This is an optimization exercise on Yosys and OpenROAD, whose aim is small area, not a production implementation.
The RTL was checked by simulation tests, not by an equivalence proof against the original design.
No activity file was given, so power comes from the tool's default toggle rates.

Setup of main:
==> flow/design.v (excerpt) <==
module ariane_regfile_scrub #(
   parameter int unsigned DATA_WIDTH     = 32,
   parameter int unsigned ADDR_WIDTH     = 5,
   parameter int unsigned NR_READ_PORTS  = 2,
   parameter int unsigned NR_WRITE_PORTS = 2,
   parameter bit          ZERO_REG_ZERO  = 1'b1,
   parameter int unsigned SCRUB_INTERVAL = 16
) (
   input  logic                                 clk_i,
   input  logic                                 rst_ni,
   input  logic [NR_READ_PORTS*ADDR_WIDTH-1:0]  raddr_i,
   output logic [NR_READ_PORTS*DATA_WIDTH-1:0]  rdata_o,
   output logic [NR_READ_PORTS-1:0]             rerr_o,
   input  logic [NR_WRITE_PORTS*ADDR_WIDTH-1:0] waddr_i,
   input  logic [NR_WRITE_PORTS*DATA_WIDTH-1:0] wdata_i,
   input  logic [NR_WRITE_PORTS-1:0]            we_i,
   input  logic                                 inj_valid_i,
   input  logic [ADDR_WIDTH-1:0]                inj_addr_i,
   input  logic [DATA_WIDTH-1:0]                inj_mask_i,
   input  logic                                 scrub_en_i,
   output logic                                 err_valid_o,
   output logic [ADDR_WIDTH-1:0]                err_addr_o,
   input  logic                                 err_ack_i,
   output logic [7:0]                           err_count_o
);
Size in the first run: about 1100 flip-flops, about 210 I/O pins.
export LEC_CHECK = 0
export CAP_MARGIN = 10
export CORE_MARGIN = 2
export CORE_UTILIZATION = 28
export PLACE_DENSITY = 0.42
export SLEW_MARGIN = 10
export SYNTH_HIERARCHICAL = 1
create_clock -name core_clock -period 10.0 [get_ports {clk_i}]
standard.sh (not shown) runs the stock make flow with config.mk's settings and CLKGATE_MAP_FILE= SYNTH_SCRIPT=/design/flow/synth_recipe.tcl, a recipe that flattens the netlist after the stock synthesis.
==> flow/flow/run.sh <==
#!/bin/bash
# Standard ORFS layout (the standard.sh) with three changes to how it is built:
#  - clock tree: small clock buffers (clkbuf_4), sink clusters of at most 8 within 50 um, no
#    dummy loads;
#  - port buffers: every input and output still gets one, made as buf_2; after global placement
#    (flow/port_bufs.tcl) those driving an output port or only a few loads become buf_1.
# make's full output goes to flow_make.log; ORFS writes each step's log under orfs/logs/.
set -euo pipefail
here=$(cd "$(dirname "$0")" && pwd)
bash standard.sh finish \
  "CTS_ARGS=-sink_clustering_enable -repair_clock_nets -dont_use_dummy_load -buf_list sky130_fd_sc_hd__clkbuf_4 -sink_clustering_size 8 -sink_clustering_max_diameter 50" \
  "BUFFER_PORTS_ARGS=-buffer_cell sky130_fd_sc_hd__buf_2" \
  "POST_GLOBAL_PLACE_TCL=$here/port_bufs.tcl" \
  > flow_make.log 2>&1
==> flow/flow/port_bufs.tcl <==
# After global placement: the port buffers were all made as buf_2; those that drive an output
# port, or an input's few loads, only need the smallest buffer, so make them buf_1 (the resizer
# still sizes them up where a net needs it).
set pb_block [ord::get_db_block]
set pb_small [get_lib_cells sky130_fd_sc_hd__buf_1]
set pb_n 0
foreach inst [$pb_block getInsts] {
  if {[[$inst getMaster] getName] ne "sky130_fd_sc_hd__buf_2"} continue
  set in_port 0
  set out_port 0
  set loads 0
  foreach it [$inst getITerms] {
    set n [$it getNet]
    if {$n eq "NULL"} continue
    if {[$it isInputSignal] && [llength [$n getBTerms]] > 0} { set in_port 1 }
    if {[$it isOutputSignal]} {
      if {[llength [$n getBTerms]] > 0} { set out_port 1 }
      set loads [expr {[llength [$n getITerms]] - 1}]
    }
  }
  if {$out_port || ($in_port && $loads <= 12)} {
    replace_cell [get_cells [$inst getName]] $pb_small
    incr pb_n
  }
}
puts "port_bufs: $pb_n port buffers made buf_1"
#### Input delta (the feature branch over main)
==> flow/flow/run.sh <==
#!/bin/bash
# Standard ORFS layout (the standard.sh) with these changes to how it is built:
#  - clock tree: small clock buffers (clkbuf_4), sink clusters of at most 8 within 50 um, no
#    dummy loads;
#  - port buffers: every input and output still gets one, made as buf_2; after global placement
#    (flow/port_bufs.tcl) those driving an output port or only a few loads become buf_1;
#  - after global routing, gates off the critical paths are sized down where timing allows
#    (ORFS's RECOVER_POWER step, all paths).
# make's full output goes to flow_make.log; ORFS writes each step's log under orfs/logs/.
set -euo pipefail
here=$(cd "$(dirname "$0")" && pwd)
bash standard.sh finish \
  "CTS_ARGS=-sink_clustering_enable -repair_clock_nets -dont_use_dummy_load -buf_list sky130_fd_sc_hd__clkbuf_4 -sink_clustering_size 8 -sink_clustering_max_diameter 50" \
  "BUFFER_PORTS_ARGS=-buffer_cell sky130_fd_sc_hd__buf_2" \
  "POST_GLOBAL_PLACE_TCL=$here/port_bufs.tcl" \
  "RECOVER_POWER=100" \
  > flow_make.log 2>&1
Notes after the runs:
The layout from the feature branch, despite a flow that completed every stage, fails the layout checks, with the failing checks listed as max-capacitance violations, max-slew violations. Going from main to the feature branch, final cell area excluding filler cells barely changed; setup slack of the worst register-to-register path dropped 1.74 ns; top achievable clock speed dropped 14%. The feature branch -> main: count of multi-input combinational gates delta 0, exact match. Diff the feature branch..main | routing usage on met3 | unchanged. Delta (the feature branch minus main): clock period minus final worst setup slack went up 1.32 ns; worst-path maximum fanout went up 3; hold slack held. For power density over the cells, main and the feature branch come out practically identical.

-- static timing again, ports no longer ideal --
No port has a modelled driver above. Below, the same layouts with a new extraction and two added sets of constraints. Step 1, drivers: a clkbuf_16 drives clk_i and a buf_2 each remaining input, both assumed. Step 2, shift: input delay + t, output delay - t, t = (earliest + latest rising clock arrival at the registers) / 2. This alone moves slack from input paths to output paths. Three values: no drivers, after step 1, after step 2; two values: the first two.
run | t (ns) | setup slack, ns | worst register clock-pin slew, ns
main | 1.382 | 2.123 / 2.100 / 2.100 | 0.12 / 0.12
the feature branch | 1.419 | 0.801 / 0.774 / 0.703 | 0.12 / 0.12
The setup slack of the feature branch, which loses most, moves by -0.027 ns with the drivers and by -0.098 ns with both steps.
